Context: an optimization exercise on an open-source flow, tuned for small area, a short achievable clock period and few clock cycles. The choices shown serve that exercise and are no tape-out recipe.
RTL that was checked went through simulation tests only; none was proved equivalent to the original.

Setup of yarrow:
==> flow/design.v (excerpt) <==
module rtc_fields_to_epoch_seconds_unit (
  input  logic      clk,
  input  logic      rst,
  input  logic      start,
  output logic      busy,
  input  rfes_pkg::rfes_in_t  fields,
  output logic      done,
  output rfes_pkg::rfes_out_t result,
  input  logic      cfg_write,
  input  logic      cfg_index,
  input  logic      cfg_data
);
clock: 8.0 ns
lec_check: 0
cap_margin: 20
core_margin: 2
core_utilization: 40
cts_buf_list: sky130_fd_sc_hd__clkbuf_8
setup_slack_margin: 5.0
slew_margin: 20
standard.sh (not shown) runs the stock make flow with config.mk's settings and CLKGATE_MAP_FILE= SYNTH_SCRIPT=/design/flow/synth_recipe.tcl, a recipe that flattens the netlist after the stock synthesis.
==> flow/flow/run.sh <==
#!/bin/bash
# Standard layout, with the port buffers made of the smallest buffer cell and
# Yosys's generic fine-grained ABC pass skipped, so that the adders written as
# gates reach full-adder extraction as written.
set -euo pipefail
bash standard.sh SYNTH_ARGS=-noabc BUFFER_PORTS_ARGS="-buffer_cell sky130_fd_sc_hd__buf_1" finish > standard_flow.log 2>&1
Looking at the reports, yarrow completed the entire flow and the layout it produced met the timing, design-rule and antenna checks.
Testbench counts of yarrow, summed over its fixed seeds: cycles 2,144.
## Diff of input files: willow against yarrow
Settings: CORE_UTILIZATION now 35, was 40.
Notes after the runs:
Cell count, yarrow and willow, lower one = yarrow.
Where cell area after layout is concerned, yarrow is better than willow.
Looking only at number of clock buffer instances in the layout, and setting everything else aside, the higher value of yarrow and willow goes to yarrow.
Sum of met3 wire segment lengths after detailed routing (lower): yarrow
willow against yarrow: count of non-CTS buffers in the layout increased 1.1%; final routed wirelength across all metal layers now sits higher.
Per-cell via count in the routed design (willow vs. yarrow) decreases by a few percent
Destination of the critical timing path: day_q[4]$_DFF_P_ -> yarrow, cs0_q_15$_DFF_P_ -> willow
Relative to willow, the following input files were edited for violet:
Settings: changing CORE_UTILIZATION from 35 to 40.
==> flow/flow/run.sh <==
#!/bin/bash
# Standard layout, with the port buffers made of the smallest buffer cell,
# Yosys's generic fine-grained ABC pass skipped (so that the adders written as
# gates reach full-adder extraction as written), and clock tree synthesis
# without dummy loads.
set -euo pipefail
bash standard.sh SYNTH_ARGS=-noabc BUFFER_PORTS_ARGS="-buffer_cell sky130_fd_sc_hd__buf_1" \
  CTS_ARGS="-sink_clustering_enable -repair_clock_nets -buf_list sky130_fd_sc_hd__clkbuf_8 -dont_use_dummy_load" \
  finish > standard_flow.log 2>&1
--- outcome ---
Logic depth of the worst setup path including buffers up 1 in violet wrt willow
The routed wire length number comes out higher for willow vs violet.
violet ended up with fewer standard cells than willow.
### violet -> quartz
Settings: SETUP_SLACK_MARGIN changed from 5.0 to 4.7.
==> flow/flow/run.sh <==
#!/bin/bash
# Standard layout, with the port buffers made of the smallest buffer cell and
# Yosys's generic fine-grained ABC pass skipped, so that the adders written as
# gates reach full-adder extraction as written.
set -euo pipefail
bash standard.sh SYNTH_ARGS=-noabc BUFFER_PORTS_ARGS="-buffer_cell sky130_fd_sc_hd__buf_1" finish > standard_flow.log 2>&1
[summary]
Run comparison: violet capturing element of the worst setup path day_q[4]$_DFF_P_; quartz capturing element of the worst setup path cs0_q_15$_DFF_P_. For the setup slack, quartz came in 0.11 ns lower than violet did. Final net count across quartz and violet: no real change. Taking violet as the reference, in quartz non-clock buffer count in the final layout picked up an extra 1; count of fill cells added during filler insertion essentially unchanged. Between quartz and violet, it is quartz whose share of the cycle needed by the critical path after routing is higher, by 1.3 points.

* * *

Another version of the RTL of rtc_fields_to_epoch_seconds_unit (not shown whole).
Size in the first run: roughly 89 I/O pins, roughly 6700 um2 of cells after synthesis.
Settings: LEC_CHECK=0, CAP_MARGIN=20, CORE_MARGIN=2, CORE_UTILIZATION=50, CTS_BUF_LIST=sky130_fd_sc_hd__clkbuf_8, SETUP_SLACK_MARGIN=4.2, SLEW_MARGIN=20; clock period 8.0 ns.
==> flow/flow/run.sh <==
#!/bin/bash
# Standard layout, with the port buffers made of the smallest buffer cell and
# Yosys's generic fine-grained ABC pass skipped, so that the adders written as
# gates reach full-adder extraction as written.
set -euo pipefail
bash standard.sh SYNTH_ARGS=-noabc BUFFER_PORTS_ARGS="-buffer_cell sky130_fd_sc_hd__buf_1" finish > standard_flow.log 2>&1
Testbench counts at the start, summed over its fixed seeds: cycles 2,112.
==> next run, changes <==
--- a/flow/config.mk
+++ b/flow/config.mk
@@ -8,5 +8,5 @@
 export CAP_MARGIN = 20
 export CORE_MARGIN = 2
-export CORE_UTILIZATION = 50
+export CORE_UTILIZATION = 30
 export CTS_BUF_LIST = sky130_fd_sc_hd__clkbuf_8
 export SETUP_SLACK_MARGIN = 4.2
The changed run produced a clean layout.
Synthesized cell count is unchanged.
Register-to-register slack is better by 20 ps.
Global-route usage drops by 7.2 points.
Die area increases by 64%.
Worst setup slack loses 44 ps.
Utilization shrinks by 22 points.
Via count rose by 0.62%.
Count of clock-buffer cells in the layout falls by 2.
Fmax shrinks by 1.2%.
==> next run, changes <==
--- a/flow/config.mk
+++ b/flow/config.mk
@@ -8,6 +8,6 @@
 export CAP_MARGIN = 20
 export CORE_MARGIN = 2
-export CORE_UTILIZATION = 30
+export CORE_UTILIZATION = 40
 export CTS_BUF_LIST = sky130_fd_sc_hd__clkbuf_8
-export SETUP_SLACK_MARGIN = 4.2
+export SETUP_SLACK_MARGIN = 4.5
 export SLEW_MARGIN = 20
What happened: Worst setup slack is better by 37 ps; die area came out lower by 24%; routed wire length decreases by 4.0%; sequential share of layout area is about the same.
==> next run, changes <==
--- a/flow/config.mk
+++ b/flow/config.mk
@@ -10,4 +10,5 @@
 export CORE_UTILIZATION = 40
 export CTS_BUF_LIST = sky130_fd_sc_hd__clkbuf_8
-export SETUP_SLACK_MARGIN = 4.5
+export GPL_TIMING_DRIVEN = 1
+export SETUP_SLACK_MARGIN = 4.2
 export SLEW_MARGIN = 20
The changed run completed without violations.
Final area fell by about 3%.
Via count drops by about 1.5%.
Cell count came out lower by 1.5%.
Non-clock buffer count drops by 15.
Synthesized cell count stays the same.

* * *

Another version of the RTL of rtc_fields_to_epoch_seconds_unit (not shown whole).
Size: roughly 690 cells after synthesis, roughly 89 I/O pins.
==> flow/config.mk <==
export PLATFORM = sky130hd
export DESIGN_NAME = rtc_fields_to_epoch_seconds_unit
export DESIGN_NICKNAME = rtc_fields_to_epoch_seconds_unit
export VERILOG_FILES = /design/flow/design.v
export SDC_FILE = /design/flow/constraint.sdc
export NUM_CORES = 4
export LEC_CHECK = 0
export CAP_MARGIN = 20
export CORE_MARGIN = 2
export CORE_UTILIZATION = 40
export CTS_BUF_LIST = sky130_fd_sc_hd__clkbuf_8
export SETUP_SLACK_MARGIN = 4.6
export SLEW_MARGIN = 20
==> flow/constraint.sdc <==
create_clock -name core_clock -period 8.0 [get_ports {clk}]
set_input_delay 1.6000 -clock core_clock [delete_from_list [all_inputs] [get_ports {clk}]]
set_output_delay 1.6000 -clock core_clock [all_outputs]
set_load 0.01 [all_outputs]
Scripts as last shown in full above: flow/flow/run.sh
Change:
--- a/flow/config.mk
+++ b/flow/config.mk
@@ -10,4 +10,4 @@
 export CORE_UTILIZATION = 40
 export CTS_BUF_LIST = sky130_fd_sc_hd__clkbuf_8
-export SETUP_SLACK_MARGIN = 4.6
+export SETUP_SLACK_MARGIN = 5.0
 export SLEW_MARGIN = 20
=> Final cell count is unchanged; worst setup slack gets better by 0.20 ns; non-clock buffer count stays the same.
No functional check of the RTL was part of any run of this note.

* * *

rtc_fields_to_epoch_seconds_unit with an RTL version that a note above also has.
Size in the first run: about 690 cells after synthesis, roughly 89 flip-flops, about 89 I/O pins, ~0.0067 mm2 of cells after synthesis.
==> flow/config.mk <==
export PLATFORM = sky130hd
export DESIGN_NAME = rtc_fields_to_epoch_seconds_unit
export DESIGN_NICKNAME = rtc_fields_to_epoch_seconds_unit
export VERILOG_FILES = /design/flow/design.v
export SDC_FILE = /design/flow/constraint.sdc
export NUM_CORES = 4
export LEC_CHECK = 0
export CAP_MARGIN = 20
export CORE_MARGIN = 2
export CORE_UTILIZATION = 45
export CTS_BUF_LIST = sky130_fd_sc_hd__clkbuf_8
export SETUP_SLACK_MARGIN = 4.2
export SLEW_MARGIN = 20
==> flow/constraint.sdc <==
create_clock -name core_clock -period 8.0 [get_ports {clk}]
set_input_delay 1.6000 -clock core_clock [delete_from_list [all_inputs] [get_ports {clk}]]
set_output_delay 1.6000 -clock core_clock [all_outputs]
set_load 0.01 [all_outputs]
Scripts as last shown in full above: flow/flow/run.sh
The baseline completed without violations.
Testbench counts at the start, summed over its fixed seeds: cycles 2,112.
==> next run, changes <==
CORE_UTILIZATION = 40   (was 45)
PLACE_DENSITY = 0.75   (was not set)
Maximum frequency is higher by 1.2%; cell count is higher by 4.0%; sequential cell count stays the same; hold slack degrades by 0.0039 ns; setup slack improves by 0.045 ns; global-route usage is lower by 2.2 points; via count is higher by 1.0%; clock skew is lower by 0.0053 ns; final area is higher by 0.65%.
==> next run, changes <==
CORE_ASPECT_RATIO = 0.6   (was not set)
PLACE_DENSITY = not set   (was 0.75)
What happened:
- core utilization grows by 0.60 points
- die area is about the same
- register-to-register slack gets worse by 0.02 ns
- design area stays flat
- setup slack gets worse by 0.060 ns
- maximum frequency went down by 1.6%
- count of clock-buffer cells in the layout falls by 1
- critical path depth is higher by 1
==> next run, changes <==
CORE_ASPECT_RATIO = not set   (was 0.6)
What happened: Global-route usage drops by 1.6 points. Synthesized cell count is unchanged. Utilization drops by 0.44 points. Worst setup slack improved by 0.092 ns. Maximum frequency climbs by 2.5%. Wire length drops by 9.7%. Flip-flop and latch count stays the same. Final cell count drops by 0.62%.

* * *

== run E ==
rtc_fields_to_epoch_seconds_unit, a different RTL version from the one above (not shown whole).
Size: about 71 flip-flops, ~89 I/O pins, ~6100 um2 of cells after synthesis.
clock: 8.0 ns
lec_check: 0
cap_margin: 20
core_margin: 2
core_utilization: 40
cts_buf_list: sky130_fd_sc_hd__clkbuf_8
setup_slack_margin: 3.0
slew_margin: 20
Scripts as last shown in full above: flow/flow/run.sh
Run E finished all stages; the layout is clean.
Testbench counts of run E, summed over its fixed seeds: cycles 2,112.
The following lists how run C was set up differently from run E:
- a change of CORE_UTILIZATION from 40 to 60
- a change of SETUP_SLACK_MARGIN from 3.0 to 3.5
Notes after the runs:
- From run E to run C the numbers moved as follows: last weighted congestion value of the routability-driven placer increased 7.5%; complex-gate fraction of the synthesized area essentially unchanged; global-route wire length before repair essentially unchanged.
- Between run E and run C, the difference in number of buffers created by CTS is negligible.
- For the synthesis-to-layout area growth, run C came in 2.4 points higher than run E did.
- The maximum clock frequency of run C is higher than that of run E.
- Against run E, routed wire length in run C rose slightly.
- Number of vias after detailed routing for run C: about 2% up relative to run E

* * *

== indigo ==
rtc_fields_to_epoch_seconds_unit again, from the RTL that the note above started with.
==> flow/config.mk <==
export PLATFORM = sky130hd
export DESIGN_NAME = rtc_fields_to_epoch_seconds_unit
export DESIGN_NICKNAME = rtc_fields_to_epoch_seconds_unit
export VERILOG_FILES = /design/flow/design.v
export SDC_FILE = /design/flow/constraint.sdc
export NUM_CORES = 4
export LEC_CHECK = 0
export CAP_MARGIN = 20
export CORE_MARGIN = 2
export CORE_UTILIZATION = 40
export CTS_BUF_LIST = sky130_fd_sc_hd__clkbuf_4 sky130_fd_sc_hd__clkbuf_8
export SETUP_SLACK_MARGIN = 3.5
export SLEW_MARGIN = 20
==> flow/constraint.sdc <==
create_clock -name core_clock -period 8.0 [get_ports {clk}]
set_input_delay 1.6000 -clock core_clock [delete_from_list [all_inputs] [get_ports {clk}]]
set_output_delay 1.6000 -clock core_clock [all_outputs]
set_load 0.01 [all_outputs]
Scripts as last shown in full above: flow/flow/run.sh
Testbench counts of indigo, summed over its fixed seeds: cycles 2,112.
#### Input delta (pepper over indigo)
==> flow/run.sh (new file) <==
#!/bin/bash
# synth_recipe.tcl (not shown) runs the flow's synth.tcl, then flattens the netlist and writes it again
# the make line also repeats each setting of config.mk as NAME=value (left out here)
make -C /OpenROAD-flow-scripts/flow DESIGN_CONFIG=/design/flow/config.mk WORK_HOME=/design/flow/orfs CLKGATE_MAP_FILE= SYNTH_SCRIPT=/design/flow/synth_recipe.tcl finish
-- flow/config.mk --
<<< indigo, line 11
export CTS_BUF_LIST = sky130_fd_sc_hd__clkbuf_4 sky130_fd_sc_hd__clkbuf_8
>>> pepper, line 11
removed: flow/flow/run.sh
removed: flow/standard.sh
### Flow results
- The setup slack of pepper is lower than that of indigo.
- Delta (pepper minus indigo): floorplan die width climbed 0.79%; via count climbed 5.3%; post-cts resize count climbed 32.
- pepper vs indigo, beginning of the critical path: mon_q[2] vs day_q[3]
- Comparing indigo and pepper, register-to-register slack is higher on indigo.
diff inputs: pepper => raven
==> flow/flow/run.sh (new file) <==
#!/bin/bash
# Standard layout, with the port buffers made of the smallest buffer cell and
# Yosys's generic fine-grained ABC pass skipped, so that the adders written as
# gates reach full-adder extraction as written.
set -euo pipefail
bash standard.sh SYNTH_ARGS=-noabc BUFFER_PORTS_ARGS="-buffer_cell sky130_fd_sc_hd__buf_1" finish > standard_flow.log 2>&1
==> flow/standard.sh (new file) <==
#!/bin/bash
# synth_recipe.tcl (not shown) runs the flow's synth.tcl, then flattens the netlist and writes it again
# the make line also repeats each setting of config.mk as NAME=value (left out here)
make -C /OpenROAD-flow-scripts/flow DESIGN_CONFIG=/design/flow/config.mk WORK_HOME=/design/flow/orfs CLKGATE_MAP_FILE= SYNTH_SCRIPT=/design/flow/synth_recipe.tcl "${@:-finish}"
-- flow/config.mk --
<<< pepper, line 8
>>> raven, line 8
export ABC_AREA = 1
removed: flow/run.sh
==> comparison <==
- Status | pepper and raven | clean
- Relative to pepper, setup slack has increased by 280 ps in raven.
- raven: multi-input combinational cell area lower than pepper
- Total track usage ends up higher on pepper.
- Of the two values seen for last element of the critical path, res_q[20] was produced by raven and res_q[32] by pepper.
- Comparing pepper and raven, global placement routability congestion is higher on raven.
- Number of unique standard cell types used by synthesis (lower): raven
- On hold slack, pepper and raven are basically level.
- Against pepper, raven comes in about 30% lower on non-clock buffer count.
- In the reports for pepper and raven, the larger share of cell area taken by muxes after synthesis belongs to pepper.
Setup changes, raven to cedar
-- flow/config.mk --
<<< raven, line 8
export ABC_AREA = 1
>>> cedar, line 8
[summary]
For the share of cell area taken by flip-flops and latches, cedar came in 0.83 points higher than raven did.
| hold slack | cedar vs raven | ≈ equal |
[cedar] number of cells on the critical path fell 2 relative to raven
Diff raven -> cedar | overall global routing resource usage | increase of 1.1 points
Looking at most common library cell in the layout ignoring fill and taps, the sky130_fd_sc_hd__buf_1 result is from cedar; the sky130_fd_sc_hd__nand2_1 one comes from raven.
Changes observed in cedar relative to raven: number of port buffers did not really move; synthesized netlist cell count went down.

==> afterwards: timing with drivers on the ports <==
The flow's constraints put no driver on any port. The routed layouts listed below were extracted and timed again, unchanged, in two steps.
Step 1 assumes that a clkbuf_16 drives the clock port and a buf_2 every other input.
Step 2 also shifts input and output timing later by t, the mid clock arrival at the registers, as if the neighbouring blocks saw the same clock.
Three values: no drivers, after step 1, after step 2; two values: the first two.
run | t, ns | setup WS [ns] | worst setup path after step 2 | latest minus earliest clock arrival (ns) | worst slew at a driven data input, ns
yarrow | 0.471 | 5.195 / 5.209 / 4.738 | input to register | 0.022 / 0.021 | 0.03
willow | 0.480 | 5.185 / 5.185 / 4.738 | input to register | 0.023 / 0.023 | 0.06
violet | 0.458 | 5.179 / 5.194 / 4.736 | input to register | 0.032 / 0.031 | 0.03
quartz | 0.468 | 5.074 / 5.074 / 4.710 | input to register | 0.012 / 0.011 | 0.05
the first run of note 2 | 0.392 | 4.314 / 4.284 / 4.314 | register to register | 0.015 / 0.015 | 0.04
the second run of note 2 | 0.409 | 4.270 / 4.235 / 4.331 | register to register | 0.018 / 0.017 | 0.05
the third run of note 2 | 0.408 | 4.307 / 4.270 / 4.450 | register to register | 0.014 / 0.014 | 0.04
the fourth run of note 2 | 0.410 | 4.325 / 4.292 / 4.325 | register to register | 0.016 / 0.016 | 0.04
the first run of note 3 | 0.479 | 4.864 / 4.872 / 4.393 | input to register | 0.013 / 0.014 | 0.05
the second run of note 3 | 0.477 | 5.065 / 5.083 / 4.606 | input to register | 0.013 / 0.013 | 0.04
the first run of note 4 | 0.405 | 4.248 / 4.210 / 4.347 | input to register | 0.015 / 0.015 | 0.04
the second run of note 4 | 0.409 | 4.293 / 4.254 / 4.332 | input to register | 0.012 / 0.012 | 0.04
the third run of note 4 | 0.408 | 4.234 / 4.195 / 4.321 | register to register | 0.015 / 0.014 | 0.04
the fourth run of note 4 | 0.410 | 4.325 / 4.292 / 4.325 | register to register | 0.016 / 0.016 | 0.04
run E | 0.400 | 3.320 / 3.320 / 3.320 | register to register | 0.016 / 0.016 | 0.04
run C | 0.388 | 3.663 / 3.663 / 3.663 | register to register | 0.017 / 0.017 | 0.04
indigo | 0.402 | 3.681 / 3.681 / 3.681 | register to register | 0.015 / 0.014 | 0.04
pepper | 0.378 | 3.449 / 3.449 / 3.449 | register to register | 0.008 / 0.008 | 0.04
raven | 0.381 | 3.731 / 3.731 / 3.731 | register to register | 0.007 / 0.007 | 0.04
cedar | 0.384 | 3.674 / 3.674 / 3.674 | register to register | 0.009 / 0.009 | 0.04
After both steps setup and hold are still met in every run listed. For the first run of note 3, which loses most, drivers alone change the setup slack by +0.008 ns; drivers and shift together by -0.471 ns.
